This design comes from an exercise in tuning for a short achievable clock period and few clock cycles on the open sky130 flow, not from production work. Where RTL was checked, it was by simulation tests only, not by an equivalence proof against the original.

==> inputs of run F <==
Design axi_qspi_controller, start of the top module:
module axi_qspi_controller
(
  input  logic       s_axi_aclk,
  input  logic       s_axi_aresetn,
  input  logic       s_axi_awvalid_i,
  input  axi_lite_pkg::addr_t      s_axi_awaddr_i,
  output logic       s_axi_awready_o,
  input  logic       s_axi_wvalid_i,
  input  axi_lite_pkg::data_t      s_axi_wdata_i,
  input  axi_lite_pkg::strb_t      s_axi_wstrb_i,
  output logic       s_axi_wready_o,
  output logic       s_axi_bvalid_o,
  output axi_lite_pkg::resp_t      s_axi_bresp_o,
  input  logic       s_axi_bready_i,
  input  logic       s_axi_arvalid_i,
  input  axi_lite_pkg::addr_t      s_axi_araddr_i,
  output logic       s_axi_arready_o,
  output logic       s_axi_rvalid_o,
  output axi_lite_pkg::data_t      s_axi_rdata_o,
  output axi_lite_pkg::resp_t      s_axi_rresp_o,
  input  logic       s_axi_rready_i,
  output logic       spi_clk_o,
  output logic [1:0] spi_csn_o,
  output logic       spi_sdo_o,
  input  logic       spi_sdi_i
);
Settings: LEC_CHECK=0, CAP_MARGIN=20, CORE_MARGIN=2, CORE_UTILIZATION=40, CTS_CLUSTER_DIAMETER=60, CTS_CLUSTER_SIZE=24, SETUP_SLACK_MARGIN=2.9, SLEW_MARGIN=20; clock period 5.0 ns.
run.sh (not shown) runs the stock make flow with config.mk's settings and CLKGATE_MAP_FILE= SYNTH_SCRIPT=/design/flow/synth_recipe.tcl, a recipe that flattens the netlist after the stock synthesis.
==> run D (differences from run F) <==
--- a/flow/design.v
+++ b/flow/design.v
@@ -86,24 +86,22 @@
   logic [31:0] tx;
   logic [31:0] rx;
   logic [23:0] sh_a;           
   logic        want;           
   logic        rd_out;         
   logic [23:0] ar_q;
-  logic [15:0] g0_q;           
-  logic [15:0] g1_q;           
-  logic [11:0] ge_q;           
-  logic [11:0] off_hi;         
+  logic [7:0]  g0_q;           
+  logic [7:0]  g1_q;           
+  logic [5:0]  ge_q;           
   logic        win_q;          
   logic        ok_q;           
   logic        dec;            
   logic        cs_q;           
   logic        hs_q;           
   logic        pend_new;       
   logic        rv_go;          
-  logic        rv_int;         
   logic [31:0] rd_h;           
   logic        ar_n;           
   logic [1:0]  cs_sel;         
   assign s_axi_arready_o = ~ar_n;
   assign spi_csn_o       = ~cs_sel;
   logic        wr_busy;        
@@ -126,82 +124,78 @@
     mw = {mb(o[31:24], d[31:24], s[3]), mb(o[23:16], d[23:16], s[2]),
           mb(o[15:8], d[15:8], s[1]), mb(o[7:0], d[7:0], s[0])};
   endfunction
   function automatic logic mapped(input logic [31:0] a);
     mapped = (a[31:12] == 20'h0) && (a[1:0] == 2'b00) && (a[11:2] <= 10'd11);
   endfunction
-  function automatic logic [15:0] grp_eq(input logic [31:0] a, input logic [31:0] m,
-                                         input logic [31:0] v);
+  function automatic logic [7:0] grp_eq(input logic [31:0] a, input logic [31:0] m,
+                                        input logic [31:0] v);
     logic [31:0] x;
     x = (a & m) ^ v;
-    for (int i = 0; i < 16; i++) begin
-      grp_eq[i] = (x[2*i +: 2] == 2'h0);
+    for (int i = 0; i < 8; i++) begin
+      grp_eq[i] = (x[4*i +: 4] == 4'h0);
     end
   endfunction
-  logic [15:0] ge_w;
+  logic [7:0]  ge_w;
   assign ge_w = grp_eq({8'h0, s_axi_araddr_i[23:0]}, 32'h00FF_FFFF, {8'h0, sh_a});
   logic        d_cs;
   logic        d_on;
   logic        d_hit;
   logic        d_miss;
-  logic        d_far;
   logic [31:0] d_val;
   assign d_cs   = (&g0_q) ? 1'b0 : (&g1_q) ? 1'b1 : cs_def;
   assign d_on   = fr_open & fr_xip & (st_cs == d_cs) & (&ge_q);
   assign d_hit  = dec & win_q & d_on;
   assign d_miss = dec & win_q & ~d_on;
-  assign d_far  = dec & win_q & fr_xip & ~(&ge_q);
-  logic [11:0] rsel_q;
   always_comb begin
-    d_val = ({32{rsel_q[0]}}  & {23'h0, cpol, clkdiv}) |
-            ({32{rsel_q[1]}}  & {24'h0, cmd}) |
-            ({32{rsel_q[2]}}  & {8'h0, addr}) |
-            ({32{rsel_q[3]}}  & {15'h0, wcmd, dummy, 3'h0, aen, 2'h0, len}) |
-            ({32{rsel_q[4]}}  & txdata) |
-            ({32{rsel_q[5]}}  & rx) |
-            ({32{rsel_q[6]}}  & {31'h0, busy}) |
-            ({32{rsel_q[7]}}  & {31'h0, cs_def}) |
-            ({32{rsel_q[8]}}  & cs_a0) |
-            ({32{rsel_q[9]}}  & cs_m0) |
-            ({32{rsel_q[10]}} & cs_a1) |
-            ({32{rsel_q[11]}} & cs_m1);
+    case (ar_q[5:2])
+      4'd0:    d_val = {23'h0, cpol, clkdiv};
+      4'd1:    d_val = {24'h0, cmd};
+      4'd2:    d_val = {8'h0, addr};
+      4'd3:    d_val = {15'h0, wcmd, dummy, 3'h0, aen, 2'h0, len};
+      4'd4:    d_val = txdata;
+      4'd5:    d_val = rx;
+      4'd6:    d_val = {31'h0, busy};
+      4'd7:    d_val = {31'h0, cs_def};
+      4'd8:    d_val = cs_a0;
+      4'd9:    d_val = cs_m0;
+      4'd10:   d_val = cs_a1;
+      4'd11:   d_val = cs_m1;
+      default: d_val = '0;
+    endcase
   end
   logic close_st;
   logic close_now;
   logic xd_last;
   logic xhold;
   logic step;
   logic lead_clk;
   logic trail;
   logic deliver;
   logic rx_en;
   logic [31:0] word;
   assign close_st  = fr_xip ? (pend_new | wr_seen) : (seg == SEG_END);
-  assign close_now = fr_open & ~ph & (close_st | d_far);
+  assign close_now = fr_open & ~ph & (close_st | (d_miss & fr_xip));
   assign xd_last   = (seg == SEG_XD) & last;
   assign xhold     = xd_last & ~want & ~hs_q;
   assign step      = fr_open & ~ph & allow;
-  assign lead_clk  = step & ~close_st & ~d_far;
+  assign lead_clk  = step & ~close_st & ~(d_miss & fr_xip);
   assign trail     = fr_open & ph & allow & (~xhold | close_st);
   assign word      = {rx[30:0], spi_sdi_i};
   assign deliver   = ph & allow & xd_last & (want | hs_q);
   assign rx_en     = ph & allow & ((seg == SEG_XD && !last) || (seg == SEG_DAT && !wcmd));
   assign wr_go = s_axi_awvalid_i & s_axi_wvalid_i & ~wr_busy & ~fr_open & ~cmd_pend & ~pend_new;
   always_ff @(posedge s_axi_aclk) begin
     if (!rd_out) begin
       ar_q <= s_axi_araddr_i[23:0];
       g0_q <= grp_eq(s_axi_araddr_i, cs_m0, cs_a0);
       g1_q <= grp_eq(s_axi_araddr_i, cs_m1, cs_a1);
-      ge_q <= ge_w[11:0];
+      ge_q <= ge_w[5:0];
     end
     if (dec) begin
-      cs_q   <= d_cs;
-      off_hi <= ar_q[23:12] - 12'h001;
-      for (int i = 0; i < 12; i++) begin
-        rsel_q[i] <= ok_q && (ar_q[5:2] == 4'(i));
-      end
+      cs_q <= d_cs;
     end
     if (!wr_busy) begin
       for (int i = 0; i < 12; i++) begin
         wq_sel[i] <= (s_axi_awaddr_i[11:2] == 10'(i));
       end
       wq_ok <= mapped(s_axi_awaddr_i);
@@ -209,13 +203,13 @@
       wq_s  <= s_axi_wstrb_i;
     end
     if (!fr_open) begin
       if (cmd_pend) begin
         tx <= {cmd, addr};
       end else begin
-        tx   <= {8'h03, off_hi, ar_q[11:0]};
+        tx   <= {8'h03, ar_q[23:12] - 12'h001, ar_q[11:0]};
         sh_a <= ar_q;
       end
     end else begin
       if (step) begin
         spi_sdo_o <= tx[31];
         tx        <= {tx[30:0], 1'b0};
@@ -225,16 +219,16 @@
       end
       if (deliver) begin
         sh_a <= sh_a + 24'd4;
       end
     end
     if (rv_go || deliver) begin
-      rd_h <= rv_go ? d_val : bswap(word);
+      rd_h <= rv_go ? (ok_q ? d_val : 32'h0) : bswap(word);
     end
     if (rv_go) begin
-      s_axi_rdata_o <= d_val;
+      s_axi_rdata_o <= ok_q ? d_val : 32'h0;
     end else if (deliver) begin
       s_axi_rdata_o <= bswap(word);
     end else begin
       s_axi_rdata_o <= rd_h;
     end
   end
@@ -274,13 +268,12 @@
       dec      <= 1'b0;
       hs_q     <= 1'b0;
       pend_new <= 1'b0;
       rv_go    <= 1'b0;
       ar_n     <= 1'b0;
       s_axi_rvalid_o  <= 1'b0;
-      rv_int   <= 1'b0;
       s_axi_rresp_o   <= axi_lite_pkg::RESP_OKAY;
       wr_busy  <= 1'b0;
       wr_seen  <= 1'b0;
       wr_app   <= 1'b0;
       s_axi_awready_o <= 1'b0;
       s_axi_wready_o  <= 1'b0;
@@ -334,34 +327,26 @@
       if (!rd_out) begin
         win_q <= (s_axi_araddr_i[31:12] != 20'h0);
         ok_q  <= mapped(s_axi_araddr_i);
       end
       if (s_axi_arvalid_i && !rd_out) begin
         rd_out <= 1'b1;
-      end else if (rv_int && s_axi_rready_i) begin
+        ar_n   <= 1'b1;
+      end else if (s_axi_rvalid_o && s_axi_rready_i) begin
         rd_out <= 1'b0;
-      end
-      if (s_axi_arvalid_i && !ar_n) begin
-        ar_n <= 1'b1;
-      end else if (rv_int && s_axi_rready_i) begin
-        ar_n <= 1'b0;
+        ar_n   <= 1'b0;
       end
       if (s_axi_rvalid_o && s_axi_rready_i) begin
         s_axi_rvalid_o <= 1'b0;
       end
-      if (rv_int && s_axi_rready_i) begin
-        rv_int <= 1'b0;
-      end
-      if (rv_go || deliver) begin
-        s_axi_rvalid_o <= 1'b1;
-        rv_int         <= 1'b1;
-      end
       if (rv_go) begin
+        s_axi_rvalid_o <= 1'b1;
         s_axi_rresp_o  <= ok_q ? axi_lite_pkg::RESP_OKAY : axi_lite_pkg::RESP_SLVERR;
       end
       if (deliver) begin
+        s_axi_rvalid_o <= 1'b1;
         s_axi_rresp_o  <= axi_lite_pkg::RESP_OKAY;
       end
       if (d_miss) begin
         pend_new <= 1'b1;
       end
       if (!fr_open) begin
==> flow/config.mk (replaced) <==
export PLATFORM = sky130hd
export DESIGN_NAME = axi_qspi_controller
export DESIGN_NICKNAME = axi_qspi_controller
export VERILOG_FILES = /design/flow/design.v
export SDC_FILE = /design/flow/constraint.sdc
export NUM_CORES = 4
export LEC_CHECK = 0
export CAP_MARGIN = 20
export CORE_MARGIN = 2
export CORE_UTILIZATION = 40
export SETUP_SLACK_MARGIN = 2.85
export SLEW_MARGIN = 20
==> summary of the runs <==
- Run D produced a clean layout. Run F went through all stages and came out clean.
- First-iteration DRC count is about the same in run F and run D.
- Of run D and run F, run F has the higher cell count (gap 1.1%, measured against run F).
- Between run F and run D, the lower core utilization is in run F (gap 1.7 points).
- Against run F, the via count of run D is smaller by 1.3%.
Testbench counts of run F, summed over its fixed seeds: cycles 141,600.
The RTL of run D was laid out without a check of its function.

-- port drivers added, routing unchanged --
Ports are ideal in the flow. The routed layouts listed here were re-timed in OpenROAD.
Step 1 assumes that a clkbuf_16 drives the clock port and a buf_2 every other input.
Step 2 also shifts input and output timing later by t, the mid clock arrival at the registers, as if the neighbouring blocks saw the same clock.
a / b / c = no drivers / after step 1 / after step 2; a / b = the first two.
run | t, ns | setup WS [ns] | worst slew at a driven data input, ns | cell pins on the clock port's net
run F | 0.655 | 2.763 / 2.701 / 2.292 | 0.05 | 1
run D | 0.684 | 2.620 / 2.559 / 2.201 | 0.05 | 1
After both steps setup and hold are still met in every run listed. For run F, which loses most, drivers alone change the setup slack by -0.062 ns; drivers and shift together by -0.471 ns.
